What follows belongs to an exercise in optimizing a design on an open flow for small area, a short achievable clock period and few clock cycles per item; a production flow would make more cautious choices. No run shown here included a check of the RTL's function; only the layout flow was run. Power and IR drop assume default switching activity.

==> flow/design.v, too long to show whole: its modules and the start of the top module <==
// module array_mul_top: 1989 lines
module array_mul_top (
   input  logic        clk,
   input  logic        arst_n,
   input  logic        in_valid,
   input  logic        para_mode,
   input  logic [15:0] a,
   input  logic [15:0] b,
   output logic        out_valid,
   output logic [31:0] p
);
  // ...
==> flow/run.sh <==
#!/bin/bash
# synth_recipe.tcl (not shown) runs the flow's synth.tcl, then flattens the netlist and writes it again
# the make line also repeats each setting of config.mk as NAME=value (left out here)
make -C /OpenROAD-flow-scripts/flow DESIGN_CONFIG=/design/flow/config.mk WORK_HOME=/design/flow/orfs CLKGATE_MAP_FILE= SYNTH_SCRIPT=/design/flow/synth_recipe.tcl finish
==> flow/config.mk <==
export PLATFORM = sky130hd
export DESIGN_NAME = array_mul_top
export DESIGN_NICKNAME = array_mul_top
export VERILOG_FILES = /design/flow/design.v
export SDC_FILE = /design/flow/constraint.sdc
export NUM_CORES = 4
export LEC_CHECK = 0
export CAP_MARGIN = 20
export CORE_MARGIN = 2
export CORE_UTILIZATION = 40
export SLEW_MARGIN = 20
==> flow/constraint.sdc <==
create_clock -name core_clock -period 6.0 [get_ports {clk}]
set_input_delay 1.2000 -clock core_clock [delete_from_list [all_inputs] [get_ports {clk}]]
set_output_delay 1.2000 -clock core_clock [all_outputs]
set_load 0.01 [all_outputs]
==> results.ini, run 1 <==
[power]
comb-power_mw = 2.59
p_seq_uw = 725
clkPwrFrac_pct = 15.0

[finish]
clock_buffers = 12
multi_input_cells = 625
largestClassByArea = multi-input gates
final_common_cell = fa_1
mostFrequentLayoutCells = 198 x fa_1, 196 x inv_1, 156 x nand2_1, 109 x and2_1, 68 x clkdlybuf4s50_1
nFlopsAndLatches = 68

[drt]
dr.pass1.iters = 5
routed.top_layer = met4
wl_met2_um = 9970
drt_wl_total_um = 20900

[outcome]
status = finished clean

[clock_network]
clockBufferDepth = 2
h-tree-depth = 3

[floorplanning]
start_util_pct = 40.5

[yosys]
netlist_area_sq_um = 9080
yosys-top-cells-area = fa_1 44%, dfxtp_1 15%, inv_1 8.1%

[timing]
drv_slew = 0
setup-tns-final_ns = 0

[placed_design]
dp_hpwl_um = 17000
gp_congestion = 0.849

[critical_path]
critical_path_class = reg -> out
path_max_fanout = 6
slowest_stage = clkdlybuf4s50_1

[grt]
track_usage_pct = 19.0

==> run 2, diff against run 1 <==
--- a/flow/design.v
+++ b/flow/design.v
@@ -927,72 +927,177 @@
    logic sm29;
    logic sm30;
    logic pp_0_0_q1;
-   logic fs44_q1;
-   logic fc44_q1;
-   logic hs9_q1;
-   logic hc9_q1;
-   logic fs54_q1;
-   logic fc54_q1;
-   logic fs65_q1;
-   logic fc65_q1;
-   logic fs77_q1;
-   logic fc77_q1;
-   logic fc89_q1;
-   logic fs90_q1;
-   logic fc90_q1;
-   logic fs101_q1;
-   logic fs102_q1;
-   logic fc102_q1;
-   logic fs115_q1;
-   logic fc115_q1;
-   logic fs126_q1;
-   logic fc126_q1;
-   logic fs127_q1;
-   logic fc127_q1;
-   logic fs138_q1;
-   logic fc138_q1;
-   logic fs147_q1;
-   logic fc147_q1;
-   logic fs148_q1;
-   logic fc148_q1;
-   logic fs157_q1;
-   logic fs166_q1;
-   logic fc166_q1;
-   logic fs173_q1;
-   logic fc173_q1;
-   logic fs179_q1;
+   logic pp_0_0_q2;
+   logic fs9_q1;
+   logic fc9_q1;
+   logic hs4_q1;
+   logic hc4_q1;
+   logic fc13_q1;
+   logic fs14_q1;
+   logic fc14_q1;
+   logic hc5_q1;
+   logic fs18_q1;
+   logic fs19_q1;
+   logic fc19_q1;
+   logic fs25_q1;
+   logic fs26_q1;
+   logic fc26_q1;
+   logic fs33_q1;
+   logic fc33_q1;
+   logic fs34_q1;
+   logic fc34_q1;
+   logic fs40_q1;
+   logic fs41_q1;
+   logic fs42_q1;
+   logic fc42_q1;
+   logic fs50_q1;
+   logic fs51_q1;
+   logic fs52_q1;
+   logic fc52_q1;
+   logic fs61_q1;
+   logic fs62_q1;
+   logic fc62_q1;
+   logic fs63_q1;
+   logic fc63_q1;
+   logic fs74_q1;
+   logic fc74_q1;
+   logic fs75_q1;
+   logic fc75_q1;
+   logic fs84_q1;
+   logic fs85_q1;
+   logic fs86_q1;
+   logic fc86_q1;
+   logic fs87_q1;
+   logic fc87_q1;
+   logic fs98_q1;
+   logic fs99_q1;
+   logic fc99_q1;
+   logic fs100_q1;
+   logic fc100_q1;
+   logic fs109_q1;
+   logic fs110_q1;
+   logic fs111_q1;
+   logic fc111_q1;
+   logic fs112_q1;
+   logic fc112_q1;
+   logic fs124_q1;
+   logic fc124_q1;
+   logic fs125_q1;
+   logic fc125_q1;
+   logic fs134_q1;
+   logic fs135_q1;
+   logic fc135_q1;
+   logic fs136_q1;
+   logic fc136_q1;
+   logic fs144_q1;
+   logic fs145_q1;
+   logic fs146_q1;
+   logic fc146_q1;
+   logic fs155_q1;
+   logic fc155_q1;
+   logic fs156_q1;
+   logic fc156_q1;
+   logic fs163_q1;
+   logic fs164_q1;
+   logic fc164_q1;
+   logic fs169_q1;
+   logic fs170_q1;
+   logic fc170_q1;
+   logic fs171_q1;
+   logic fc171_q1;
+   logic fs176_q1;
+   logic fs177_q1;
+   logic fc177_q1;
+   logic fs183_q1;
+   logic fc183_q1;
+   logic fs186_q1;
+   logic fc186_q1;
+   logic fs187_q1;
+   logic fc187_q1;
+   logic fs190_q1;
+   logic fs193_q1;
    logic p1_q1;
-   logic g8_q1;
-   logic p8_q1;
-   logic g9_q1;
-   logic p9_q1;
-   logic g10_q1;
-   logic p10_q1;
-   logic g23_q1;
-   logic g24_q1;
-   logic g25_q1;
-   logic p25_q1;
-   logic g26_q1;
-   logic p26_q1;
-   logic g27_q1;
-   logic p27_q1;
-   logic g28_q1;
-   logic p28_q1;
+   logic p1_q2;
+   logic g4_q1;
+   logic g5_q1;
+   logic p5_q1;
+   logic g6_q1;
+   logic p12_q2;
+   logic p13_q2;
+   logic p14_q2;
+   logic p15_q2;
+   logic g16_q2;
+   logic p16_q2;
+   logic g17_q2;
+   logic p17_q2;
+   logic g18_q2;
+   logic p18_q2;
+   logic p19_q2;
+   logic g20_q2;
+   logic p20_q2;
+   logic p21_q2;
+   logic p22_q2;
+   logic p23_q2;
+   logic g24_q2;
+   logic p24_q2;
+   logic p25_q2;
+   logic p26_q2;
+   logic p27_q2;
+   logic p28_q2;
+   logic g29_q1;
    logic p29_q1;
+   logic p29_q2;
+   logic g30_q1;
    logic p30_q1;
-   logic cg14_q1;
-   logic cp14_q1;
+   logic p30_q2;
+   logic cp2_q1;
+   logic cg9_q2;
+   logic cp9_q2;
+   logic cg10_q2;
+   logic cp10_q2;
+   logic cg12_q2;
+   logic cp12_q2;
    logic cg17_q1;
-   logic cg19_q1;
-   logic cp19_q1;
-   logic cg30_q1;
-   logic cp30_q1;
+   logic cg21_q2;
+   logic cp21_q2;
+   logic cg22_q2;
+   logic cp22_q2;
+   logic cg23_q2;
+   logic cp23_q2;
+   logic cg26_q2;
+   logic cp26_q2;
+   logic cg27_q2;
+   logic cp27_q2;
+   logic cg28_q2;
+   logic cp28_q2;
+   logic cg29_q2;
+   logic cp29_q2;
+   logic cg32_q1;
+   logic cg35_q2;
+   logic cg36_q2;
+   logic cp36_q2;
+   logic cg37_q2;
+   logic cp37_q2;
+   logic cg44_q2;
+   logic cp44_q2;
+   logic cg45_q2;
+   logic cp45_q2;
+   logic cg46_q2;
+   logic cp46_q2;
+   logic cg51_q2;
    logic sm2_q1;
+   logic sm2_q2;
    logic sm3_q1;
+   logic sm3_q2;
    logic sm4_q1;
-   logic sm5_q1;
-   logic sm6_q1;
-   logic sm7_q1;
+   logic sm4_q2;
+   logic sm5_q2;
+   logic sm6_q2;
+   logic sm7_q2;
+   logic sm8_q2;
+   logic sm9_q2;
+   logic sm10_q2;
+   logic sm11_q2;
    assign pp_0_0 = a0 & b0;
    assign pp_0_1 = a1 & b0;
    assign pp_0_2 = a2 & b0;
@@ -1289,7 +1394,7 @@
    assign fc13 = (fc7 & fs10) | (fc7 & fs11) | (fs10 & fs11);
    assign fs14 = fc8 ^ fs12 ^ fs13;
    assign fc14 = (fc8 & fs12) | (fc8 & fs13) | (fs12 & fs13);
-   assign hs5 = fc9 ^ hc4;
+   assign hs5 = fc9_q1 ^ hc4_q1;
    assign hc5 = fc9 & hc4;
    assign fs15 = pp_0_8 ^ pp_1_7 ^ pp_2_6;
    assign fc15 = (pp_0_8 & pp_1_7) | (pp_0_8 & pp_2_6) | (pp_1_7 & pp_2_6);
@@ -1301,10 +1406,10 @@
    assign fc18 = (fc10 & fc11) | (fc10 & fs15) | (fc11 & fs15);
    assign fs19 = fs16 ^ fs17 ^ fc12;
    assign fc19 = (fs16 & fs17) | (fs16 & fc12) | (fs17 & fc12);
-   assign fs20 = fc13 ^ fs18 ^ fs19;
-   assign fc20 = (fc13 & fs18) | (fc13 & fs19) | (fs18 & fs19);
-   assign hs6 = fc14 ^ hc5;
-   assign hc6 = fc14 & hc5;
+   assign fs20 = fc13_q1 ^ fs18_q1 ^ fs19_q1;
+   assign fc20 = (fc13_q1 & fs18_q1) | (fc13_q1 & fs19_q1) | (fs18_q1 & fs19_q1);
+   assign hs6 = fc14_q1 ^ hc5_q1;
+   assign hc6 = fc14_q1 & hc5_q1;
    assign fs21 = pp_0_9 ^ pp_1_8 ^ pp_2_7;
    assign fc21 = (pp_0_9 & pp_1_8) | (pp_0_9 & pp_2_7) | (pp_1_8 & pp_2_7);
    assign fs22 = pp_3_6 ^ pp_4_5 ^ pp_5_4;
@@ -1317,8 +1422,8 @@
    assign fc25 = (fc17 & fs21) | (fc17 & fs22) | (fs21 & fs22);
    assign fs26 = fs23 ^ fc18 ^ fs24;
    assign fc26 = (fs23 & fc18) | (fs23 & fs24) | (fc18 & fs24);
-   assign fs27 = fs25 ^ fc19 ^ fs26;
-   assign fc27 = (fs25 & fc19) | (fs25 & fs26) | (fc19 & fs26);
+   assign fs27 = fs25_q1 ^ fc19_q1 ^ fs26_q1;
+   assign fc27 = (fs25_q1 & fc19_q1) | (fs25_q1 & fs26_q1) | (fc19_q1 & fs26_q1);
    assign hs7 = fc20 ^ fs27;
    assign hc7 = fc20 & fs27;
    assign fs28 = pp_0_10 ^ pp_1_9 ^ pp_2_8;
@@ -1335,8 +1440,8 @@
    assign fc33 = (fs29 & fs30) | (fs29 & fc24) | (fs30 & fc24);
    assign fs34 = fc25 ^ fs31 ^ fs32;
    assign fc34 = (fc25 & fs31) | (fc25 & fs32) | (fs31 & fs32);
-   assign fs35 = fc26 ^ fs33 ^ fs34;
-   assign fc35 = (fc26 & fs33) | (fc26 & fs34) | (fs33 & fs34);
+   assign fs35 = fc26_q1 ^ fs33_q1 ^ fs34_q1;
+   assign fc35 = (fc26_q1 & fs33_q1) | (fc26_q1 & fs34_q1) | (fs33_q1 & fs34_q1);
    assign hs8 = fc27 ^ fs35;
    assign hc8 = fc27 & fs35;
    assign fs36 = pp_0_11 ^ pp_1_10 ^ pp_2_9;
@@ -1353,10 +1458,10 @@
    assign fc41 = (fs36 & fs37) | (fs36 & fs38) | (fs37 & fs38);
    assign fs42 = fs39 ^ fc31 ^ fc32;
    assign fc42 = (fs39 & fc31) | (fs39 & fc32) | (fc31 & fc32);
-   assign fs43 = fs40 ^ fs41 ^ fc33;
-   assign fc43 = (fs40 & fs41) | (fs40 & fc33) | (fs41 & fc33);
-   assign fs44 = fc34 ^ fs42 ^ fs43;
-   assign fc44 = (fc34 & fs42) | (fc34 & fs43) | (fs42 & fs43);
+   assign fs43 = fs40_q1 ^ fs41_q1 ^ fc33_q1;
+   assign fc43 = (fs40_q1 & fs41_q1) | (fs40_q1 & fc33_q1) | (fs41_q1 & fc33_q1);
+   assign fs44 = fc34_q1 ^ fs42_q1 ^ fs43;
+   assign fc44 = (fc34_q1 & fs42_q1) | (fc34_q1 & fs43) | (fs42_q1 & fs43);
    assign hs9 = fc35 ^ hc8;
    assign hc9 = fc35 & hc8;
    assign fs45 = pp_0_12 ^ pp_1_11 ^ pp_2_10;
@@ -1375,12 +1480,12 @@
    assign fc51 = (fs46 & fs47) | (fs46 & fs48) | (fs47 & fs48);
    assign fs52 = fc40 ^ fc41 ^ fs49;
    assign fc52 = (fc40 & fc41) | (fc40 & fs49) | (fc41 & fs49);
-   assign fs53 = fs50 ^ fs51 ^ fc42;
-   assign fc53 = (fs50 & fs51) | (fs50 & fc42) | (fs51 & fc42);
-   assign fs54 = fs52 ^ fc43 ^ fs53;
-   assign fc54 = (fs52 & fc43) | (fs52 & fs53) | (fc43 & fs53);
-   assign hs10 = fc44_q1 ^ fs54_q1;
-   assign hc10 = fc44_q1 & fs54_q1;
+   assign fs53 = fs50_q1 ^ fs51_q1 ^ fc42_q1;
+   assign fc53 = (fs50_q1 & fs51_q1) | (fs50_q1 & fc42_q1) | (fs51_q1 & fc42_q1);
+   assign fs54 = fs52_q1 ^ fc43 ^ fs53;
+   assign fc54 = (fs52_q1 & fc43) | (fs52_q1 & fs53) | (fc43 & fs53);
+   assign hs10 = fc44 ^ fs54;
+   assign hc10 = fc44 & fs54;
    assign fs55 = pp_0_13 ^ pp_1_12 ^ pp_2_11;
    assign fc55 = (pp_0_13 & pp_1_12) | (pp_0_13 & pp_2_11) | (pp_1_12 & pp_2_11);
    assign fs56 = pp_3_10 ^ pp_4_9 ^ pp_5_8;
@@ -1399,12 +1504,12 @@
    assign fc62 = (fs58 & fc49) | (fs58 & fc50) | (fc49 & fc50);
    assign fs63 = fc51 ^ fs59 ^ fs60;
    assign fc63 = (fc51 & fs59) | (fc51 & fs60) | (fs59 & fs60);
-   assign fs64 = fs61 ^ fc52 ^ fs62;
-   assign fc64 = (fs61 & fc52) | (fs61 & fs62) | (fc52 & fs62);
-   assign fs65 = fs63 ^ fc53 ^ fs64;
-   assign fc65 = (fs63 & fc53) | (fs63 & fs64) | (fc53 & fs64);
-   assign hs11 = fc54_q1 ^ fs65_q1;
-   assign hc11 = fc54_q1 & fs65_q1;
+   assign fs64 = fs61_q1 ^ fc52_q1 ^ fs62_q1;
+   assign fc64 = (fs61_q1 & fc52_q1) | (fs61_q1 & fs62_q1) | (fc52_q1 & fs62_q1);
+   assign fs65 = fs63_q1 ^ fc53 ^ fs64;
+   assign fc65 = (fs63_q1 & fc53) | (fs63_q1 & fs64) | (fc53 & fs64);
+   assign hs11 = fc54 ^ fs65;
+   assign hc11 = fc54 & fs65;
    assign fs66 = pp_0_14 ^ pp_1_13 ^ pp_2_12;
    assign fc66 = (pp_0_14 & pp_1_13) | (pp_0_14 & pp_2_12) | (pp_1_13 & pp_2_12);
    assign fs67 = pp_3_11 ^ pp_4_10 ^ pp_5_9;
@@ -1425,12 +1530,12 @@
    assign fc74 = (fc59 & fc60) | (fc59 & fc61) | (fc60 & fc61);
    assign fs75 = fs71 ^ fs72 ^ fs73;
    assign fc75 = (fs71 & fs72) | (fs71 & fs73) | (fs72 & fs73);
-   assign fs76 = fc62 ^ fc63 ^ fs74;
-   assign fc76 = (fc62 & fc63) | (fc62 & fs74) | (fc63 & fs74);
-   assign fs77 = fs75 ^ fc64 ^ fs76;
-   assign fc77 = (fs75 & fc64) | (fs75 & fs76) | (fc64 & fs76);
-   assign hs12 = fc65_q1 ^ fs77_q1;
-   assign hc12 = fc65_q1 & fs77_q1;
+   assign fs76 = fc62_q1 ^ fc63_q1 ^ fs74_q1;
+   assign fc76 = (fc62_q1 & fc63_q1) | (fc62_q1 & fs74_q1) | (fc63_q1 & fs74_q1);
+   assign fs77 = fs75_q1 ^ fc64 ^ fs76;
+   assign fc77 = (fs75_q1 & fc64) | (fs75_q1 & fs76) | (fc64 & fs76);
+   assign hs12 = fc65 ^ fs77;
+   assign hc12 = fc65 & fs77;
    assign fs78 = pp_0_15 ^ pp_1_14 ^ pp_2_13;
    assign fc78 = (pp_0_15 & pp_1_14) | (pp_0_15 & pp_2_13) | (pp_1_14 & pp_2_13);
    assign fs79 = pp_3_12 ^ pp_4_11 ^ pp_5_10;
@@ -1451,14 +1556,14 @@
    assign fc86 = (fs81 & fs82) | (fs81 & fc71) | (fs82 & fc71);
    assign fs87 = fc72 ^ fc73 ^ fs83;
    assign fc87 = (fc72 & fc73) | (fc72 & fs83) | (fc73 & fs83);
-   assign fs88 = fs84 ^ fs85 ^ fc74;
-   assign fc88 = (fs84 & fs85) | (fs84 & fc74) | (fs85 & fc74);
-   assign fs89 = fs86 ^ fc75 ^ fs87;
-   assign fc89 = (fs86 & fc75) | (fs86 & fs87) | (fc75 & fs87);
+   assign fs88 = fs84_q1 ^ fs85_q1 ^ fc74_q1;
+   assign fc88 = (fs84_q1 & fs85_q1) | (fs84_q1 & fc74_q1) | (fs85_q1 & fc74_q1);
+   assign fs89 = fs86_q1 ^ fc75_q1 ^ fs87_q1;
+   assign fc89 = (fs86_q1 & fc75_q1) | (fs86_q1 & fs87_q1) | (fc75_q1 & fs87_q1);
    assign fs90 = fs88 ^ fc76 ^ fs89;
    assign fc90 = (fs88 & fc76) | (fs88 & fs89) | (fc76 & fs89);
-   assign hs13 = fc77_q1 ^ fs90_q1;
-   assign hc13 = fc77_q1 & fs90_q1;
+   assign hs13 = fc77 ^ fs90;
+   assign hc13 = fc77 & fs90;
    assign fs91 = pp_1_15 ^ pp_2_14 ^ pp_3_13;
    assign fc91 = (pp_1_15 & pp_2_14) | (pp_1_15 & pp_3_13) | (pp_2_14 & pp_3_13);
    assign fs92 = pp_4_12 ^ pp_5_11 ^ pp_6_10;
@@ -1479,14 +1584,14 @@
    assign fc99 = (fs95 & fc83) | (fs95 & fc84) | (fc83 & fc84);
    assign fs100 = fc85 ^ fs96 ^ fs97;
    assign fc100 = (fc85 & fs96) | (fc85 & fs97) | (fs96 & fs97);
-   assign fs101 = fs98 ^ fc86 ^ fc87;
-   assign fc101 = (fs98 & fc86) | (fs98 & fc87) | (fc86 & fc87);
-   assign fs102 = fs99 ^ fs100 ^ fc88;
-   assign fc102 = (fs99 & fs100) | (fs99 & fc88) | (fs100 & fc88);
-   assign fs103 = fs101_q1 ^ fc89_q1 ^ fs102_q1;
-   assign fc103 = (fs101_q1 & fc89_q1) | (fs101_q1 & fs102_q1) | (fc89_q1 & fs102_q1);
-   assign hs14 = fc90_q1 ^ hc13;
-   assign hc14 = fc90_q1 & hc13;
+   assign fs101 = fs98_q1 ^ fc86_q1 ^ fc87_q1;
+   assign fc101 = (fs98_q1 & fc86_q1) | (fs98_q1 & fc87_q1) | (fc86_q1 & fc87_q1);
+   assign fs102 = fs99_q1 ^ fs100_q1 ^ fc88;
+   assign fc102 = (fs99_q1 & fs100_q1) | (fs99_q1 & fc88) | (fs100_q1 & fc88);
+   assign fs103 = fs101 ^ fc89 ^ fs102;
+   assign fc103 = (fs101 & fc89) | (fs101 & fs102) | (fc89 & fs102);
+   assign hs14 = fc90 ^ hc13;
+   assign hc14 = fc90 & hc13;
    assign fs104 = pp_2_15 ^ pp_3_14 ^ pp_4_13;
    assign fc104 = (pp_2_15 & pp_3_14) | (pp_2_15 & pp_4_13) | (pp_3_14 & pp_4_13);
    assign fs105 = pp_5_12 ^ pp_6_11 ^ pp_7_10;
@@ -1505,14 +1610,14 @@
    assign fc111 = (fs106 & fs107) | (fs106 & fc96) | (fs107 & fc96);
    assign fs112 = fc97 ^ fc98 ^ fs108;
    assign fc112 = (fc97 & fc98) | (fc97 & fs108) | (fc98 & fs108);
-   assign fs113 = fs109 ^ fs110 ^ fc99;
-   assign fc113 = (fs109 & fs110) | (fs109 & fc99) | (fs110 & fc99);
-   assign fs114 = fs111 ^ fc100 ^ fs112;
-   assign fc114 = (fs111 & fc100) | (fs111 & fs112) | (fc100 & fs112);
+   assign fs113 = fs109_q1 ^ fs110_q1 ^ fc99_q1;
+   assign fc113 = (fs109_q1 & fs110_q1) | (fs109_q1 & fc99_q1) | (fs110_q1 & fc99_q1);
+   assign fs114 = fs111_q1 ^ fc100_q1 ^ fs112_q1;
+   assign fc114 = (fs111_q1 & fc100_q1) | (fs111_q1 & fs112_q1) | (fc100_q1 & fs112_q1);
    assign fs115 = fc101 ^ fs113 ^ fs114;
    assign fc115 = (fc101 & fs113) | (fc101 & fs114) | (fs113 & fs114);
-   assign fs116 = fc102_q1 ^ fs115_q1 ^ fc103;
-   assign fc116 = (fc102_q1 & fs115_q1) | (fc102_q1 & fc103) | (fs115_q1 & fc103);
+   assign fs116 = fc102 ^ fs115 ^ fc103;
+   assign fc116 = (fc102 & fs115) | (fc102 & fc103) | (fs115 & fc103);
    assign fs117 = pp_3_15 ^ pp_4_14 ^ pp_5_13;
    assign fc117 = (pp_3_15 & pp_4_14) | (pp_3_15 & pp_5_13) | (pp_4_14 & pp_5_13);
    assign fs118 = pp_6_12 ^ pp_7_11 ^ pp_8_10;
@@ -1531,12 +1636,12 @@
    assign fc124 = (fc108 & fc109) | (fc108 & fc110) | (fc109 & fc110);
    assign fs125 = fs121 ^ fs122 ^ fs123;
    assign fc125 = (fs121 & fs122) | (fs121 & fs123) | (fs122 & fs123);
-   assign fs126 = fc111 ^ fc112 ^ fs124;
-   assign fc126 = (fc111 & fc112) | (fc111 & fs124) | (fc112 & fs124);
-   assign fs127 = fs125 ^ fc113 ^ fc114;
-   assign fc127 = (fs125 & fc113) | (fs125 & fc114) | (fc113 & fc114);
-   assign fs128 = fs126_q1 ^ fc115_q1 ^ fs127_q1;
-   assign fc128 = (fs126_q1 & fc115_q1) | (fs126_q1 & fs127_q1) | (fc115_q1 & fs127_q1);
+   assign fs126 = fc111_q1 ^ fc112_q1 ^ fs124_q1;
+   assign fc126 = (fc111_q1 & fc112_q1) | (fc111_q1 & fs124_q1) | (fc112_q1 & fs124_q1);
+   assign fs127 = fs125_q1 ^ fc113 ^ fc114;
+   assign fc127 = (fs125_q1 & fc113) | (fs125_q1 & fc114) | (fc113 & fc114);
+   assign fs128 = fs126 ^ fc115 ^ fs127;
+   assign fc128 = (fs126 & fc115) | (fs126 & fs127) | (fc115 & fs127);
    assign fs129 = pp_4_15 ^ pp_5_14 ^ pp_6_13;
    assign fc129 = (pp_4_15 & pp_5_14) | (pp_4_15 & pp_6_13) | (pp_5_14 & pp_6_13);
    assign fs130 = pp_7_12 ^ pp_8_11 ^ pp_9_10;
@@ -1553,12 +1658,12 @@
    assign fc135 = (fs131 & fs132) | (fs131 & fc121) | (fs132 & fc121);
    assign fs136 = fc122 ^ fc123 ^ fs133;
    assign fc136 = (fc122 & fc123) | (fc122 & fs133) | (fc123 & fs133);
-   assign fs137 = fs134 ^ fc124 ^ fs135;
-   assign fc137 = (fs134 & fc124) | (fs134 & fs135) | (fc124 & fs135);
-   assign fs138 = fc125 ^ fs136 ^ fs137;
-   assign fc138 = (fc125 & fs136) | (fc125 & fs137) | (fs136 & fs137);
-   assign fs139 = fc126_q1 ^ fc127_q1 ^ fs138_q1;
-   assign fc139 = (fc126_q1 & fc127_q1) | (fc126_q1 & fs138_q1) | (fc127_q1 & fs138_q1);
+   assign fs137 = fs134_q1 ^ fc124_q1 ^ fs135_q1;
+   assign fc137 = (fs134_q1 & fc124_q1) | (fs134_q1 & fs135_q1) | (fc124_q1 & fs135_q1);
+   assign fs138 = fc125_q1 ^ fs136_q1 ^ fs137;
+   assign fc138 = (fc125_q1 & fs136_q1) | (fc125_q1 & fs137) | (fs136_q1 & fs137);
+   assign fs139 = fc126 ^ fc127 ^ fs138;
+   assign fc139 = (fc126 & fc127) | (fc126 & fs138) | (fc127 & fs138);
    assign fs140 = pp_5_15 ^ pp_6_14 ^ pp_7_13;
    assign fc140 = (pp_5_15 & pp_6_14) | (pp_5_15 & pp_7_13) | (pp_6_14 & pp_7_13);
    assign fs141 = pp_8_12 ^ pp_9_11 ^ pp_10_10;
@@ -1573,12 +1678,12 @@
    assign fc145 = (fs140 & fs141) | (fs140 & fs142) | (fs141 & fs142);
    assign fs146 = fc133 ^ fc134 ^ fs143;
    assign fc146 = (fc133 & fc134) | (fc133 & fs143) | (fc134 & fs143);
-   assign fs147 = fs144 ^ fs145 ^ fc135;
-   assign fc147 = (fs144 & fs145) | (fs144 & fc135) | (fs145 & fc135);
-   assign fs148 = fc136 ^ fs146 ^ fc137;
-   assign fc148 = (fc136 & fs146) | (fc136 & fc137) | (fs146 & fc137);
-   assign fs149 = fs147_q1 ^ fc138_q1 ^ fs148_q1;
-   assign fc149 = (fs147_q1 & fc138_q1) | (fs147_q1 & fs148_q1) | (fc138_q1 & fs148_q1);
+   assign fs147 = fs144_q1 ^ fs145_q1 ^ fc135_q1;
+   assign fc147 = (fs144_q1 & fs145_q1) | (fs144_q1 & fc135_q1) | (fs145_q1 & fc135_q1);
+   assign fs148 = fc136_q1 ^ fs146_q1 ^ fc137;
+   assign fc148 = (fc136_q1 & fs146_q1) | (fc136_q1 & fc137) | (fs146_q1 & fc137);
+   assign fs149 = fs147 ^ fc138 ^ fs148;
+   assign fc149 = (fs147 & fc138) | (fs147 & fs148) | (fc138 & fs148);
    assign fs150 = pp_6_15 ^ pp_7_14 ^ pp_8_13;
    assign fc150 = (pp_6_15 & pp_7_14) | (pp_6_15 & pp_8_13) | (pp_7_14 & pp_8_13);
    assign fs151 = pp_9_12 ^ pp_10_11 ^ pp_11_10;
@@ -1593,10 +1698,10 @@
    assign fc155 = (fs152 & fc143) | (fs152 & fc144) | (fc143 & fc144);
    assign fs156 = fc145 ^ fs153 ^ fs154;
    assign fc156 = (fc145 & fs153) | (fc145 & fs154) | (fs153 & fs154);
-   assign fs157 = fc146 ^ fs155 ^ fs156;
-   assign fc157 = (fc146 & fs155) | (fc146 & fs156) | (fs155 & fs156);
-   assign fs158 = fc147_q1 ^ fs157_q1 ^ fc148_q1;
-   assign fc158 = (fc147_q1 & fs157_q1) | (fc147_q1 & fc148_q1) | (fs157_q1 & fc148_q1);
+   assign fs157 = fc146_q1 ^ fs155_q1 ^ fs156_q1;
+   assign fc157 = (fc146_q1 & fs155_q1) | (fc146_q1 & fs156_q1) | (fs155_q1 & fs156_q1);
+   assign fs158 = fc147 ^ fs157 ^ fc148;
+   assign fc158 = (fc147 & fs157) | (fc147 & fc148) | (fs157 & fc148);
    assign fs159 = pp_7_15 ^ pp_8_14 ^ pp_9_13;
    assign fc159 = (pp_7_15 & pp_8_14) | (pp_7_15 & pp_9_13) | (pp_8_14 & pp_9_13);
    assign fs160 = pp_10_12 ^ pp_11_11 ^ pp_12_10;
@@ -1609,10 +1714,10 @@
    assign fc163 = (fs159 & fs160) | (fs159 & fs161) | (fs160 & fs161);
    assign fs164 = fc153 ^ fc154 ^ fs162;
    assign fc164 = (fc153 & fc154) | (fc153 & fs162) | (fc154 & fs162);
-   assign fs165 = fs163 ^ fc155 ^ fc156;
-   assign fc165 = (fs163 & fc155) | (fs163 & fc156) | (fc155 & fc156);
-   assign fs166 = fs164 ^ fs165 ^ fc157;
-   assign fc166 = (fs164 & fs165) | (fs164 & fc157) | (fs165 & fc157);
+   assign fs165 = fs163_q1 ^ fc155_q1 ^ fc156_q1;
+   assign fc165 = (fs163_q1 & fc155_q1) | (fs163_q1 & fc156_q1) | (fc155_q1 & fc156_q1);
+   assign fs166 = fs164_q1 ^ fs165 ^ fc157;
+   assign fc166 = (fs164_q1 & fs165) | (fs164_q1 & fc157) | (fs165 & fc157);
    assign fs167 = pp_8_15 ^ pp_9_14 ^ pp_10_13;
    assign fc167 = (pp_8_15 & pp_9_14) | (pp_8_15 & pp_10_13) | (pp_9_14 & pp_10_13);
    assign fs168 = pp_11_12 ^ pp_12_11 ^ pp_13_10;
@@ -1623,10 +1728,10 @@
    assign fc170 = (fc160 & fc161) | (fc160 & fs167) | (fc161 & fs167);
    assign fs171 = fs168 ^ fc162 ^ fc163;
    assign fc171 = (fs168 & fc162) | (fs168 & fc163) | (fc162 & fc163);
-   assign fs172 = fs169 ^ fs170 ^ fc164;
-   assign fc172 = (fs169 & fs170) | (fs169 & fc164) | (fs170 & fc164);
-   assign fs173 = fs171 ^ fc165 ^ fs172;
-   assign fc173 = (fs171 & fc165) | (fs171 & fs172) | (fc165 & fs172);
+   assign fs172 = fs169_q1 ^ fs170_q1 ^ fc164_q1;
+   assign fc172 = (fs169_q1 & fs170_q1) | (fs169_q1 & fc164_q1) | (fs170_q1 & fc164_q1);
+   assign fs173 = fs171_q1 ^ fc165 ^ fs172;
+   assign fc173 = (fs171_q1 & fc165) | (fs171_q1 & fs172) | (fc165 & fs172);
    assign fs174 = pp_9_15 ^ pp_10_14 ^ pp_11_13;
    assign fc174 = (pp_9_15 & pp_10_14) | (pp_9_15 & pp_11_13) | (pp_10_14 & pp_11_13);
    assign fs175 = pp_12_12 ^ pp_13_11 ^ pp_14_10;
@@ -1635,10 +1740,10 @@
    assign fc176 = (pp_15_9 & fc167) | (pp_15_9 & fc168) | (fc167 & fc168);
    assign fs177 = fs174 ^ fs175 ^ fc169;
    assign fc177 = (fs174 & fs175) | (fs174 & fc169) | (fs175 & fc169);
-   assign fs178 = fc170 ^ fs176 ^ fc171;
-   assign fc178 = (fc170 & fs176) | (fc170 & fc171) | (fs176 & fc171);
-   assign fs179 = fs177 ^ fc172 ^ fs178;
-   assign fc179 = (fs177 & fc172) | (fs177 & fs178) | (fc172 & fs178);
+   assign fs178 = fc170_q1 ^ fs176_q1 ^ fc171_q1;
+   assign fc178 = (fc170_q1 & fs176_q1) | (fc170_q1 & fc171_q1) | (fs176_q1 & fc171_q1);
+   assign fs179 = fs177_q1 ^ fc172 ^ fs178;
+   assign fc179 = (fs177_q1 & fc172) | (fs177_q1 & fs178) | (fc172 & fs178);
    assign fs180 = pp_10_15 ^ pp_11_14 ^ pp_12_13;
    assign fc180 = (pp_10_15 & pp_11_14) | (pp_10_15 & pp_12_13) | (pp_11_14 & pp_12_13);
    assign fs181 = pp_13_12 ^ pp_14_11 ^ pp_15_10;
@@ -1647,22 +1752,22 @@
    assign fc182 = (fc174 & fc175) | (fc174 & fs180) | (fc175 & fs180);
    assign fs183 = fs181 ^ fc176 ^ fs182;
    assign fc183 = (fs181 & fc176) | (fs181 & fs182) | (fc176 & fs182);
-   assign fs184 = fc177 ^ fs183 ^ fc178;
-   assign fc184 = (fc177 & fs183) | (fc177 & fc178) | (fs183 & fc178);
+   assign fs184 = fc177_q1 ^ fs183_q1 ^ fc178;
+   assign fc184 = (fc177_q1 & fs183_q1) | (fc177_q1 & fc178) | (fs183_q1 & fc178);
    assign fs185 = pp_11_15 ^ pp_12_14 ^ pp_13_13;
    assign fc185 = (pp_11_15 & pp_12_14) | (pp_11_15 & pp_13_13) | (pp_12_14 & pp_13_13);
    assign fs186 = pp_14_12 ^ pp_15_11 ^ fc180;
    assign fc186 = (pp_14_12 & pp_15_11) | (pp_14_12 & fc180) | (pp_15_11 & fc180);
    assign fs187 = fc181 ^ fs185 ^ fc182;
    assign fc187 = (fc181 & fs185) | (fc181 & fc182) | (fs185 & fc182);
-   assign fs188 = fs186 ^ fc183 ^ fs187;
-   assign fc188 = (fs186 & fc183) | (fs186 & fs187) | (fc183 & fs187);
+   assign fs188 = fs186_q1 ^ fc183_q1 ^ fs187_q1;
+   assign fc188 = (fs186_q1 & fc183_q1) | (fs186_q1 & fs187_q1) | (fc183_q1 & fs187_q1);
    assign fs189 = pp_12_15 ^ pp_13_14 ^ pp_14_13;
    assign fc189 = (pp_12_15 & pp_13_14) | (pp_12_15 & pp_14_13) | (pp_13_14 & pp_14_13);
    assign fs190 = pp_15_12 ^ fc185 ^ fs189;
    assign fc190 = (pp_15_12 & fc185) | (pp_15_12 & fs189) | (fc185 & fs189);
-   assign fs191 = fc186 ^ fs190 ^ fc187;
-   assign fc191 = (fc186 & fs190) | (fc186 & fc187) | (fs190 & fc187);
+   assign fs191 = fc186_q1 ^ fs190_q1 ^ fc187_q1;
+   assign fc191 = (fc186_q1 & fs190_q1) | (fc186_q1 & fc187_q1) | (fs190_q1 & fc187_q1);
    assign fs192 = pp_13_15 ^ pp_14_14 ^ pp_15_13;
    assign fc192 = (pp_13_15 & pp_14_14) | (pp_13_15 & pp_15_13) | (pp_14_14 & pp_15_13);
    assign fs193 = fc189 ^ fs192 ^ fc190;
@@ -1680,19 +1785,19 @@
    assign g5 = fs5 & hs3;
    assign p5 = fs5 ^ hs3;
    assign g6 = fs9 & hs4;
-   assign p6 = fs9 ^ hs4;
-   assign g7 = fs14 & hs5;
-   assign p7 = fs14 ^ hs5;
+   assign p6 = fs9_q1 ^ hs4_q1;
+   assign g7 = fs14_q1 & hs5;
+   assign p7 = fs14_q1 ^ hs5;
    assign g8 = fs20 & hs6;
    assign p8 = fs20 ^ hs6;
    assign g9 = hc6 & hs7;
    assign p9 = hc6 ^ hs7;
    assign g10 = hc7 & hs8;
    assign p10 = hc7 ^ hs8;
-   assign g11 = fs44_q1 & hs9_q1;
-   assign p11 = fs44_q1 ^ hs9_q1;
-   assign g12 = hc9_q1 & hs10;
-   assign p12 = hc9_q1 ^ hs10;
+   assign g11 = fs44 & hs9;
+   assign p11 = fs44 ^ hs9;
+   assign g12 = hc9 & hs10;
+   assign p12 = hc9 ^ hs10;
    assign g13 = hc10 & hs11;
    assign p13 = hc10 ^ hs11;
    assign g14 = hc11 & hs12;
@@ -1711,129 +1816,129 @@
    assign p20 = fc139 ^ fs149;
    assign g21 = fc149 & fs158;
    assign p21 = fc149 ^ fs158;
-   assign g22 = fs166_q1 & fc158;
-   assign p22 = fs166_q1 ^ fc158;
+   assign g22 = fs166 & fc158;
+   assign p22 = fs166 ^ fc158;
    assign g23 = fc166 & fs173;
-   assign p23 = fc166_q1 ^ fs173_q1;
+   assign p23 = fc166 ^ fs173;
    assign g24 = fc173 & fs179;
-   assign p24 = fc173_q1 ^ fs179_q1;
+   assign p24 = fc173 ^ fs179;
    assign g25 = fc179 & fs184;
    assign p25 = fc179 ^ fs184;
    assign g26 = fs188 & fc184;
    assign p26 = fs188 ^ fc184;
    assign g27 = fs191 & fc188;
    assign p27 = fs191 ^ fc188;
-   assign g28 = fs193 & fc191;
-   assign p28 = fs193 ^ fc191;
+   assign g28 = fs193_q1 & fc191;
+   assign p28 = fs193_q1 ^ fc191;
    assign g29 = fs194 & fc193;
    assign p29 = fs194 ^ fc193;
    assign g30 = pp_15_15 & fc194;
    assign p30 = pp_15_15 ^ fc194;
    assign cg1 = g3 | (p3 & g2);
    assign cp1 = p3 & p2;
-   assign cg2 = g5 | (p5 & g4);
+   assign cg2 = g5_q1 | (p5_q1 & g4_q1);
    assign cp2 = p5 & p4;
-   assign cg3 = g7 | (p7 & g6);
+   assign cg3 = g7 | (p7 & g6_q1);
    assign cp3 = p7 & p6;
-   assign cg4 = g9_q1 | (p9_q1 & g8_q1);
-   assign cp4 = p9_q1 & p8_q1;
-   assign cg5 = g11 | (p11 & g10_q1);
-   assign cp5 = p11 & p10_q1;
+   assign cg4 = g9 | (p9 & g8);
+   assign cp4 = p9 & p8;
+   assign cg5 = g11 | (p11 & g10);
+   assign cp5 = p11 & p10;
    assign cg6 = g13 | (p13 & g12);
    assign cp6 = p13 & p12;
    assign cg7 = g15 | (p15 & g14);
    assign cp7 = p15 & p14;
-   assign cg8 = g17 | (p17 & g16);
-   assign cp8 = p17 & p16;
+   assign cg8 = g17_q2 | (p17_q2 & g16_q2);
+   assign cp8 = p17_q2 & p16_q2;
    assign cg9 = g19 | (p19 & g18);
    assign cp9 = p19 & p18;
    assign cg10 = g21 | (p21 & g20);
    assign cp10 = p21 & p20;
-   assign cg11 = g23_q1 | (p23 & g22);
+   assign cg11 = g23 | (p23 & g22);
    assign cp11 = p23 & p22;
-   assign cg12 = g25_q1 | (p25_q1 & g24_q1);
-   assign cp12 = p25_q1 & p24;
-   assign cg13 = g27_q1 | (p27_q1 & g26_q1);
-   assign cp13 = p27_q1 & p26_q1;
-   assign cg14 = g29 | (p29 & g28);
-   assign cp14 = p29 & p28;
+   assign cg12 = g25 | (p25 & g24);
+   assign cp12 = p25 & p24;
+   assign cg13 = g27 | (p27 & g26);
+   assign cp13 = p27 & p26;
+   assign cg14 = g29_q1 | (p29_q1 & g28);
+   assign cp14 = p29_q1 & p28;
    assign cg16 = g2 | (p2 & g1);
    assign cg17 = cg1 | (cp1 & g1);
-   assign cg18 = g6 | (p6 & cg2);
-   assign cp18 = p6 & cp2;
+   assign cg18 = g6_q1 | (p6 & cg2);
+   assign cp18 = p6 & cp2_q1;
    assign cg19 = cg3 | (cp3 & cg2);
-   assign cp19 = cp3 & cp2;
-   assign cg20 = g10_q1 | (p10_q1 & cg4);
-   assign cp20 = p10_q1 & cp4;
+   assign cp19 = cp3 & cp2_q1;
+   assign cg20 = g10 | (p10 & cg4);
+   assign cp20 = p10 & cp4;
    assign cg21 = cg5 | (cp5 & cg4);
    assign cp21 = cp5 & cp4;
    assign cg22 = g14 | (p14 & cg6);
    assign cp22 = p14 & cp6;
    assign cg23 = cg7 | (cp7 & cg6);
    assign cp23 = cp7 & cp6;
-   assign cg24 = g18 | (p18 & cg8);
-   assign cp24 = p18 & cp8;
-   assign cg25 = cg9 | (cp9 & cg8);
-   assign cp25 = cp9 & cp8;
+   assign cg24 = g18_q2 | (p18_q2 & cg8);
+   assign cp24 = p18_q2 & cp8;
+   assign cg25 = cg9_q2 | (cp9_q2 & cg8);
+   assign cp25 = cp9_q2 & cp8;
    assign cg26 = g22 | (p22 & cg10);
    assign cp26 = p22 & cp10;
    assign cg27 = cg11 | (cp11 & cg10);
    assign cp27 = cp11 & cp10;
-   assign cg28 = g26_q1 | (p26_q1 & cg12);
-   assign cp28 = p26_q1 & cp12;
+   assign cg28 = g26 | (p26 & cg12);
+   assign cp28 = p26 & cp12;
    assign cg29 = cg13 | (cp13 & cg12);
    assign cp29 = cp13 & cp12;
-   assign cg30 = g30 | (p30 & cg14);
-   assign cp30 = p30 & cp14;
+   assign cg30 = g30_q1 | (p30_q1 & cg14);
+   assign cp30 = p30_q1 & cp14;
    assign cg32 = g4 | (p4 & cg17);
-   assign cg33 = cg2 | (cp2 & cg17);
-   assign cg34 = cg18 | (cp18 & cg17);
-   assign cg35 = cg19_q1 | (cp19_q1 & cg17_q1);
+   assign cg33 = cg2 | (cp2_q1 & cg17_q1);
+   assign cg34 = cg18 | (cp18 & cg17_q1);
+   assign cg35 = cg19 | (cp19 & cg17_q1);
    assign cg36 = g12 | (p12 & cg21);
    assign cp36 = p12 & cp21;
    assign cg37 = cg6 | (cp6 & cg21);
    assign cp37 = cp6 & cp21;
-   assign cg38 = cg22 | (cp22 & cg21);
-   assign cp38 = cp22 & cp21;
-   assign cg39 = cg23 | (cp23 & cg21);
-   assign cp39 = cp23 & cp21;
-   assign cg40 = g20 | (p20 & cg25);
-   assign cp40 = p20 & cp25;
-   assign cg41 = cg10 | (cp10 & cg25);
-   assign cp41 = cp10 & cp25;
-   assign cg42 = cg26 | (cp26 & cg25);
-   assign cp42 = cp26 & cp25;
-   assign cg43 = cg27 | (cp27 & cg25);
-   assign cp43 = cp27 & cp25;
-   assign cg44 = g28_q1 | (p28_q1 & cg29);
-   assign cp44 = p28_q1 & cp29;
-   assign cg45 = cg14_q1 | (cp14_q1 & cg29);
-   assign cp45 = cp14_q1 & cp29;
-   assign cg46 = cg30_q1 | (cp30_q1 & cg29);
-   assign cp46 = cp30_q1 & cp29;
-   assign cg48 = g8_q1 | (p8_q1 & cg35);
+   assign cg38 = cg22_q2 | (cp22_q2 & cg21_q2);
+   assign cp38 = cp22_q2 & cp21_q2;
+   assign cg39 = cg23_q2 | (cp23_q2 & cg21_q2);
+   assign cp39 = cp23_q2 & cp21_q2;
+   assign cg40 = g20_q2 | (p20_q2 & cg25);
+   assign cp40 = p20_q2 & cp25;
+   assign cg41 = cg10_q2 | (cp10_q2 & cg25);
+   assign cp41 = cp10_q2 & cp25;
+   assign cg42 = cg26_q2 | (cp26_q2 & cg25);
+   assign cp42 = cp26_q2 & cp25;
+   assign cg43 = cg27_q2 | (cp27_q2 & cg25);
+   assign cp43 = cp27_q2 & cp25;
+   assign cg44 = g28 | (p28 & cg29);
+   assign cp44 = p28 & cp29;
+   assign cg45 = cg14 | (cp14 & cg29);
+   assign cp45 = cp14 & cp29;
+   assign cg46 = cg30 | (cp30 & cg29);
+   assign cp46 = cp30 & cp29;
+   assign cg48 = g8 | (p8 & cg35);
    assign cg49 = cg4 | (cp4 & cg35);
    assign cg50 = cg20 | (cp20 & cg35);
    assign cg51 = cg21 | (cp21 & cg35);
-   assign cg52 = cg36 | (cp36 & cg35);
-   assign cg53 = cg37 | (cp37 & cg35);
-   assign cg54 = cg38 | (cp38 & cg35);
-   assign cg55 = cg39 | (cp39 & cg35);
-   assign cg56 = g24_q1 | (p24 & cg43);
-   assign cp56 = p24 & cp43;
-   assign cg57 = cg12 | (cp12 & cg43);
-   assign cp57 = cp12 & cp43;
-   assign cg58 = cg28 | (cp28 & cg43);
-   assign cp58 = cp28 & cp43;
-   assign cg59 = cg29 | (cp29 & cg43);
-   assign cp59 = cp29 & cp43;
-   assign cg60 = cg44 | (cp44 & cg43);
-   assign cp60 = cp44 & cp43;
-   assign cg61 = cg45 | (cp45 & cg43);
-   assign cp61 = cp45 & cp43;
-   assign cg62 = cg46 | (cp46 & cg43);
-   assign cp62 = cp46 & cp43;
-   assign cg64 = g16 | (p16 & cg55);
+   assign cg52 = cg36_q2 | (cp36_q2 & cg35_q2);
+   assign cg53 = cg37_q2 | (cp37_q2 & cg35_q2);
+   assign cg54 = cg38 | (cp38 & cg35_q2);
+   assign cg55 = cg39 | (cp39 & cg35_q2);
+   assign cg56 = g24_q2 | (p24_q2 & cg43);
+   assign cp56 = p24_q2 & cp43;
+   assign cg57 = cg12_q2 | (cp12_q2 & cg43);
+   assign cp57 = cp12_q2 & cp43;
+   assign cg58 = cg28_q2 | (cp28_q2 & cg43);
+   assign cp58 = cp28_q2 & cp43;
+   assign cg59 = cg29_q2 | (cp29_q2 & cg43);
+   assign cp59 = cp29_q2 & cp43;
+   assign cg60 = cg44_q2 | (cp44_q2 & cg43);
+   assign cp60 = cp44_q2 & cp43;
+   assign cg61 = cg45_q2 | (cp45_q2 & cg43);
+   assign cp61 = cp45_q2 & cp43;
+   assign cg62 = cg46_q2 | (cp46_q2 & cg43);
+   assign cp62 = cp46_q2 & cp43;
+   assign cg64 = g16_q2 | (p16_q2 & cg55);
    assign cg65 = cg8 | (cp8 & cg55);
    assign cg66 = cg24 | (cp24 & cg55);
    assign cg67 = cg25 | (cp25 & cg55);
@@ -1851,122 +1956,227 @@
    assign sm2 = p2 ^ g1;
    assign sm3 = p3 ^ cg16;
    assign sm4 = p4 ^ cg17;
-   assign sm5 = p5 ^ cg32;
+   assign sm5 = p5_q1 ^ cg32_q1;
    assign sm6 = p6 ^ cg33;
    assign sm7 = p7 ^ cg34;
-   assign sm8 = p8_q1 ^ cg35;
-   assign sm9 = p9_q1 ^ cg48;
-   assign sm10 = p10_q1 ^ cg49;
+   assign sm8 = p8 ^ cg35;
+   assign sm9 = p9 ^ cg48;
+   assign sm10 = p10 ^ cg49;
    assign sm11 = p11 ^ cg50;
-   assign sm12 = p12 ^ cg51;
-   assign sm13 = p13 ^ cg52;
-   assign sm14 = p14 ^ cg53;
-   assign sm15 = p15 ^ cg54;
-   assign sm16 = p16 ^ cg55;
-   assign sm17 = p17 ^ cg64;
-   assign sm18 = p18 ^ cg65;
-   assign sm19 = p19 ^ cg66;
-   assign sm20 = p20 ^ cg67;
-   assign sm21 = p21 ^ cg68;
-   assign sm22 = p22 ^ cg69;
-   assign sm23 = p23 ^ cg70;
-   assign sm24 = p24 ^ cg71;
-   assign sm25 = p25_q1 ^ cg72;
-   assign sm26 = p26_q1 ^ cg73;
-   assign sm27 = p27_q1 ^ cg74;
-   assign sm28 = p28_q1 ^ cg75;
-   assign sm29 = p29_q1 ^ cg76;
-   assign sm30 = p30_q1 ^ cg77;
+   assign sm12 = p12_q2 ^ cg51_q2;
+   assign sm13 = p13_q2 ^ cg52;
+   assign sm14 = p14_q2 ^ cg53;
+   assign sm15 = p15_q2 ^ cg54;
+   assign sm16 = p16_q2 ^ cg55;
+   assign sm17 = p17_q2 ^ cg64;
+   assign sm18 = p18_q2 ^ cg65;
+   assign sm19 = p19_q2 ^ cg66;
+   assign sm20 = p20_q2 ^ cg67;
+   assign sm21 = p21_q2 ^ cg68;
+   assign sm22 = p22_q2 ^ cg69;
+   assign sm23 = p23_q2 ^ cg70;
+   assign sm24 = p24_q2 ^ cg71;
+   assign sm25 = p25_q2 ^ cg72;
+   assign sm26 = p26_q2 ^ cg73;
+   assign sm27 = p27_q2 ^ cg74;
+   assign sm28 = p28_q2 ^ cg75;
+   assign sm29 = p29_q2 ^ cg76;
+   assign sm30 = p30_q2 ^ cg77;
    always_ff @(posedge clk) begin
       pp_0_0_q1 <= pp_0_0;
-      fs44_q1 <= fs44;
-      fc44_q1 <= fc44;
-      hs9_q1 <= hs9;
-      hc9_q1 <= hc9;
-      fs54_q1 <= fs54;
-      fc54_q1 <= fc54;
-      fs65_q1 <= fs65;
-      fc65_q1 <= fc65;
-      fs77_q1 <= fs77;
-      fc77_q1 <= fc77;
-      fc89_q1 <= fc89;
-      fs90_q1 <= fs90;
-      fc90_q1 <= fc90;
-      fs101_q1 <= fs101;
-      fs102_q1 <= fs102;
-      fc102_q1 <= fc102;
-      fs115_q1 <= fs115;
-      fc115_q1 <= fc115;
-      fs126_q1 <= fs126;
-      fc126_q1 <= fc126;
-      fs127_q1 <= fs127;
-      fc127_q1 <= fc127;
-      fs138_q1 <= fs138;
-      fc138_q1 <= fc138;
-      fs147_q1 <= fs147;
-      fc147_q1 <= fc147;
-      fs148_q1 <= fs148;
-      fc148_q1 <= fc148;
-      fs157_q1 <= fs157;
-      fs166_q1 <= fs166;
-      fc166_q1 <= fc166;
-      fs173_q1 <= fs173;
-      fc173_q1 <= fc173;
-      fs179_q1 <= fs179;
+      pp_0_0_q2 <= pp_0_0_q1;
+      fs9_q1 <= fs9;
+      fc9_q1 <= fc9;
+      hs4_q1 <= hs4;
+      hc4_q1 <= hc4;
+      fc13_q1 <= fc13;
+      fs14_q1 <= fs14;
+      fc14_q1 <= fc14;
+      hc5_q1 <= hc5;
+      fs18_q1 <= fs18;
+      fs19_q1 <= fs19;
+      fc19_q1 <= fc19;
+      fs25_q1 <= fs25;
+      fs26_q1 <= fs26;
+      fc26_q1 <= fc26;
+      fs33_q1 <= fs33;
+      fc33_q1 <= fc33;
+      fs34_q1 <= fs34;
+      fc34_q1 <= fc34;
+      fs40_q1 <= fs40;
+      fs41_q1 <= fs41;
+      fs42_q1 <= fs42;
+      fc42_q1 <= fc42;
+      fs50_q1 <= fs50;
+      fs51_q1 <= fs51;
+      fs52_q1 <= fs52;
+      fc52_q1 <= fc52;
+      fs61_q1 <= fs61;
+      fs62_q1 <= fs62;
+      fc62_q1 <= fc62;
+      fs63_q1 <= fs63;
+      fc63_q1 <= fc63;
+      fs74_q1 <= fs74;
+      fc74_q1 <= fc74;
+      fs75_q1 <= fs75;
+      fc75_q1 <= fc75;
+      fs84_q1 <= fs84;
+      fs85_q1 <= fs85;
+      fs86_q1 <= fs86;
+      fc86_q1 <= fc86;
+      fs87_q1 <= fs87;
+      fc87_q1 <= fc87;
+      fs98_q1 <= fs98;
+      fs99_q1 <= fs99;
+      fc99_q1 <= fc99;
+      fs100_q1 <= fs100;
+      fc100_q1 <= fc100;
+      fs109_q1 <= fs109;
+      fs110_q1 <= fs110;
+      fs111_q1 <= fs111;
+      fc111_q1 <= fc111;
+      fs112_q1 <= fs112;
+      fc112_q1 <= fc112;
+      fs124_q1 <= fs124;
+      fc124_q1 <= fc124;
+      fs125_q1 <= fs125;
+      fc125_q1 <= fc125;
+      fs134_q1 <= fs134;
+      fs135_q1 <= fs135;
+      fc135_q1 <= fc135;
+      fs136_q1 <= fs136;
+      fc136_q1 <= fc136;
+      fs144_q1 <= fs144;
+      fs145_q1 <= fs145;
+      fs146_q1 <= fs146;
+      fc146_q1 <= fc146;
+      fs155_q1 <= fs155;
+      fc155_q1 <= fc155;
+      fs156_q1 <= fs156;
+      fc156_q1 <= fc156;
+      fs163_q1 <= fs163;
+      fs164_q1 <= fs164;
+      fc164_q1 <= fc164;
+      fs169_q1 <= fs169;
+      fs170_q1 <= fs170;
+      fc170_q1 <= fc170;
+      fs171_q1 <= fs171;
+      fc171_q1 <= fc171;
+      fs176_q1 <= fs176;
+      fs177_q1 <= fs177;
+      fc177_q1 <= fc177;
+      fs183_q1 <= fs183;
+      fc183_q1 <= fc183;
+      fs186_q1 <= fs186;
+      fc186_q1 <= fc186;
+      fs187_q1 <= fs187;
+      fc187_q1 <= fc187;
+      fs190_q1 <= fs190;
+      fs193_q1 <= fs193;
       p1_q1 <= p1;
-      g8_q1 <= g8;
-      p8_q1 <= p8;
-      g9_q1 <= g9;
-      p9_q1 <= p9;
-      g10_q1 <= g10;
-      p10_q1 <= p10;
-      g23_q1 <= g23;
-      g24_q1 <= g24;
-      g25_q1 <= g25;
-      p25_q1 <= p25;
-      g26_q1 <= g26;
-      p26_q1 <= p26;
-      g27_q1 <= g27;
-      p27_q1 <= p27;
-      g28_q1 <= g28;
-      p28_q1 <= p28;
+      p1_q2 <= p1_q1;
+      g4_q1 <= g4;
+      g5_q1 <= g5;
+      p5_q1 <= p5;
+      g6_q1 <= g6;
+      p12_q2 <= p12;
+      p13_q2 <= p13;
+      p14_q2 <= p14;
+      p15_q2 <= p15;
+      g16_q2 <= g16;
+      p16_q2 <= p16;
+      g17_q2 <= g17;
+      p17_q2 <= p17;
+      g18_q2 <= g18;
+      p18_q2 <= p18;
+      p19_q2 <= p19;
+      g20_q2 <= g20;
+      p20_q2 <= p20;
+      p21_q2 <= p21;
+      p22_q2 <= p22;
+      p23_q2 <= p23;
+      g24_q2 <= g24;
+      p24_q2 <= p24;
+      p25_q2 <= p25;
+      p26_q2 <= p26;
+      p27_q2 <= p27;
+      p28_q2 <= p28;
+      g29_q1 <= g29;
       p29_q1 <= p29;
+      p29_q2 <= p29_q1;
+      g30_q1 <= g30;
       p30_q1 <= p30;
-      cg14_q1 <= cg14;
-      cp14_q1 <= cp14;
+      p30_q2 <= p30_q1;
+      cp2_q1 <= cp2;
+      cg9_q2 <= cg9;
+      cp9_q2 <= cp9;
+      cg10_q2 <= cg10;
+      cp10_q2 <= cp10;
+      cg12_q2 <= cg12;
+      cp12_q2 <= cp12;
       cg17_q1 <= cg17;
-      cg19_q1 <= cg19;
-      cp19_q1 <= cp19;
-      cg30_q1 <= cg30;
-      cp30_q1 <= cp30;
+      cg21_q2 <= cg21;
+      cp21_q2 <= cp21;
+      cg22_q2 <= cg22;
+      cp22_q2 <= cp22;
+      cg23_q2 <= cg23;
+      cp23_q2 <= cp23;
+      cg26_q2 <= cg26;
+      cp26_q2 <= cp26;
+      cg27_q2 <= cg27;
+      cp27_q2 <= cp27;
+      cg28_q2 <= cg28;
+      cp28_q2 <= cp28;
+      cg29_q2 <= cg29;
+      cp29_q2 <= cp29;
+      cg32_q1 <= cg32;
+      cg35_q2 <= cg35;
+      cg36_q2 <= cg36;
+      cp36_q2 <= cp36;
+      cg37_q2 <= cg37;
+      cp37_q2 <= cp37;
+      cg44_q2 <= cg44;
+      cp44_q2 <= cp44;
+      cg45_q2 <= cg45;
+      cp45_q2 <= cp45;
+      cg46_q2 <= cg46;
+      cp46_q2 <= cp46;
+      cg51_q2 <= cg51;
       sm2_q1 <= sm2;
+      sm2_q2 <= sm2_q1;
       sm3_q1 <= sm3;
+      sm3_q2 <= sm3_q1;
       sm4_q1 <= sm4;
-      sm5_q1 <= sm5;
-      sm6_q1 <= sm6;
-      sm7_q1 <= sm7;
+      sm4_q2 <= sm4_q1;
+      sm5_q2 <= sm5;
+      sm6_q2 <= sm6;
+      sm7_q2 <= sm7;
+      sm8_q2 <= sm8;
+      sm9_q2 <= sm9;
+      sm10_q2 <= sm10;
+      sm11_q2 <= sm11;
    end
-   logic [0:0] vld;
+   logic [1:0] vld;
    always_ff @(posedge clk or negedge arst_n) begin
       if (!arst_n) begin
          vld <= '0;
       end else begin
-         vld <= in_valid;
+         vld <= {vld[0:0], in_valid};
       end
    end
-   assign out_valid = vld[0];
-   assign p[0] = pp_0_0_q1;
-   assign p[1] = p1_q1;
-   assign p[2] = sm2_q1;
-   assign p[3] = sm3_q1;
-   assign p[4] = sm4_q1;
-   assign p[5] = sm5_q1;
-   assign p[6] = sm6_q1;
-   assign p[7] = sm7_q1;
-   assign p[8] = sm8;
-   assign p[9] = sm9;
-   assign p[10] = sm10;
-   assign p[11] = sm11;
+   assign out_valid = vld[1];
+   assign p[0] = pp_0_0_q2;
+   assign p[1] = p1_q2;
+   assign p[2] = sm2_q2;
+   assign p[3] = sm3_q2;
+   assign p[4] = sm4_q2;
+   assign p[5] = sm5_q2;
+   assign p[6] = sm6_q2;
+   assign p[7] = sm7_q2;
+   assign p[8] = sm8_q2;
+   assign p[9] = sm9_q2;
+   assign p[10] = sm10_q2;
+   assign p[11] = sm11_q2;
    assign p[12] = sm12;
    assign p[13] = sm13;
    assign p[14] = sm14;
==> run 2 against run 1 <==
Effect of this change:
- sequential share of layout area rose by 13 points
- final cell count up 20%
- still clean on timing, DRC and antenna
- core utilization fell by 0.17 points
- via count increased by 15%
- synthesized cell count increased by 17%
- maximum frequency grew 37%
- critical endpoint is now fs75_q1$_DFF_P_
- flip-flop and latch count up 106
- combinational power down 9.7%
==> results.ini, run 2 <==
[min_path]
min_from = sm4_q1$_DFF_P_
min_path_cells = 0
hp-class = reg -> reg

[critical_path]
arrival_ns = 4.33
slowest_stage = clkdlybuf4s50_1
crit_path_start_kind = primary input
cp-startpoint = para_mode
cp_common_cell = fa_1
worstRegToRegCells = 9
path_max_fanout = 17  ; +11
cp.required_ns = 6.31
slowest_delay_ns = 0.73
cp-end-kind = flop
r2r_start = fs50_q1$_DFF_P_
critical_path_class = in -> reg
cp_cell_sequence = clkdlybuf4s50_1 -> nor2b_1 -> nand2_1 -> fa_1 -> fa_1 -> inv_1 -> fa_1

[timing]
finalSetupViolCount = 0
timing.fmax_ghz = 0.248
drv_slew = 0  ; unchanged
min_period_over_period_pct = 67.1
tightest_slew_ns = 0.847
hold_viol_final = 0
min_period_ns = 4.02
rsz0062_at_grt = false
setup-tns-final_ns = 0  ; unchanged
slew_headroom_pct = 43.1
finClkSkew_ns = 0.0164

[finish]
fin_nets = 1423
instances_no_fill = 1542
fillers = 2668
largest_reg_flops = 2
drive_above_1_share_pct = 3.54
num_antenna_cells = 0
syn_to_final_growth_pct = 12.5
final_common_cell = inv_1
regMostFlops = vld
fin_util_pct = 45.7
mostFrequentLayoutCells = 207 x inv_1, 198 x fa_1, 172 x dfxtp_1, 147 x nand2_1, 127 x and2_1

[yosys]
synthDistinctLibCells = 41
yosys_warnings = 1
async_reset_ff_share_pct = 1.15
netlist.area_leader.share_pct = 34.1
netlist_area_sq_um = 11600  ; +28%
yosysTopAreaCell = fa_1
synthCells = 1119
synth.top_cells.by_count = 207 x inv_1, 198 x fa_1, 172 x dfxtp_1
synthFlopType = dfxtp_1
yosysMostFrequentCell = inv_1
synth_seq_cells = 174
synth_edf_count = 0
yosys-top-cells-area = fa_1 34%, dfxtp_1 30%, and2_1 6.8%
seq_area_frac_synth_pct = 30.0
synth.avg_cell_area_sq_um = 10.4
mappedNetlistNets = 1397

[clock_network]
hold_buffers = 0
clk_pin_slew_ns = 0.07
clockBufferDepth = 2  ; unchanged
cts_tree = done
clock-root-buffer = clkbuf_16
ctsResizeCount = 0
postCtsSetupBuffers = 0
h-tree-depth = 4  ; +1
numClockSinks = 174
clk_latency_ns = 0.43
cts-buffers-inserted = 17

[grt]
grt_max_degree = 18
antenna_found_initial = 0
grt_overflow = 0
track_usage_pct = 16.7  ; -2.3 points
grt_pass1_vias = 7759
grt_first_pass_wirelength_um = 39900

[drt]
drt.antenna.violating_nets = 0
dr.pass1.iters = 5  ; unchanged
drc_errors = 0
drt_wl_total_um = 23300  ; +12%
wire_per_inst_um = 15.1
vias = 6996
via_per_inst = 4.54
drt-initial-drc-count = 390

[placed_design]
gp_congestion = 0.866  ; +2.0%
portBuffers = 68
dp_hpwl_um = 18600  ; +9.4%
dpl.cell_count = 1510

[power]
irDropWorstVdd_v = 0.000200
p_leak_nw = 6.23
cellPowerDensity_nw_per_um2 = 402

[floorplanning]
die_h_um = 174
dieArea_sq_um = 30400
start_util_pct = 40.6  ; +0.16 points
ios = 69
core-area_sq_um = 28600
die_x_um = 174
num_rows = 62

[outcome]
status = finished clean

[job]
maxCapViolCount = 0

run 2: cell types whose count changed after synthesis, sizes merged, moves of 6 or more:
cell    before  now
dfxtp       67  172
and2       110  127
nor3b        0   12
inv        196  207
nand2      156  147
nand2b       0    8
nor2         8   16
nand3        2    9
a21o        15   21
mux2i        0    6
run 2: path summary, 6_finish.rpt:
kind,end,slack (ns)
worst max register to register,cg23_q2$_DFF_P_,3.34
max in group asynchronous,vld[0]$_DFF_PN0_,4.96
min in group asynchronous,vld[1]$_DFF_PN0_,0.92
worst max-delay path,fs75_q1$_DFF_P_,1.98
worst min register to register,sm4_q2$_DFF_P_,0.33
worst min-delay path,sm4_q2$_DFF_P_,0.33
run 2: worst max-delay path, delay by kind of cell:
family / cells / cell delay [ns]
adders and majority gates: 3 / 1.59
buffers and inverters: 2 / 0.81
and+or+nand+nor: 2 / 0.73
run 2: logic make-up (layout without fill, tap and decap cells):
family / Yosys count / after routing / synth area share, %
AO/OA/AOI/OAI: 57 / 57 / 3.87
buffers and inverters: 268 / 307 / 9.68
flip-flops: 174 / 174 / 30.0
multiplexers: 6 / 6 / 0.517
XOR/XNOR: 20 / 20 / 1.57
adder cells (fa/ha/maj): 242 / 242 / 38.8
AND/OR/NAND/NOR: 352 / 352 / 15.5
run 2: per-layer routing:
| layer | routed length, um | track usage, % |
|---|---|---|
| met5 | 0 | 0 |
| met4 | 282 | 4.03 |
| met3 | 1460 | 4.00 |
| met2 | 10000 | 25.6 |
| met1 | 11600 | 24.0 |
run 2: cell type report:
class                           instances  area (sq um)  area share, %
Inverter                              207           777           5.94
Clock buffer                           18           439           3.36
Tap cell                              384           480           3.67
Sequential cell                       174          3490           26.7
Timing Repair Buffer                   68           681           5.20
Clock inverter                         14           208           1.59
Multi-Input combinational cell        677          7010           53.6
run 2: stage by stage:
stage | worst slack [ns] | hold WS [ns] | power [mW] | instance area (sq um)
after detailed placement | 1.50 | 0.312 | 4.12 | 12400
after global routing | 1.82 | 0.333 | 5.76 | 13100
after CTS | 1.98 | 0.327 | 5.34 | 13100
after floorplan | 2.53 | 0.310 | 3.48 | 11600
final | 1.98 | 0.327 | 5.26 | 13100
after global placement | 1.55 | 0.312 | 4.07 | 12400
run 2: power breakdown:
part           switching (mW)  total, mW  internal, mW
clock network           0.485       1.20         0.718
registers               0.182       1.71          1.53
logic                    1.20       2.34          1.14
total                    1.87       5.26          3.39

## what the ideal ports hide
In the flow no input, the clock included, has a driving cell. The finished layouts below were timed again as built, in two steps. Step 1: set_driving_cell puts a clkbuf_16 on clk and a buf_2 on each other input, an assumption about the parent block. Step 2 adds t to the input delays and takes it off the output delays; t is the mean of the earliest and latest rising clock arrival at the registers after step 1. Input paths then give back, and output paths get back, about the clock's delay inside the block. a / b / c = ideal / step 1 / step 2; a / b = the first two.
run	t (ns)	setup WS [ns]	clock arrival spread, ns	slew at the worst register clock pin (ns)	worst slew at a driven data input, ns
run 1	0.391	0.478 / 0.431 / 0.403	0.010 / 0.010	0.06 / 0.06	0.07
run 2	0.470	1.975 / 1.989 / 1.519	0.017 / 0.017	0.07 / 0.07	0.04
After both steps setup and hold are still met in every run listed. The setup slack of run 2, which loses most, moves by +0.014 ns with the drivers and by -0.456 ns with both steps.
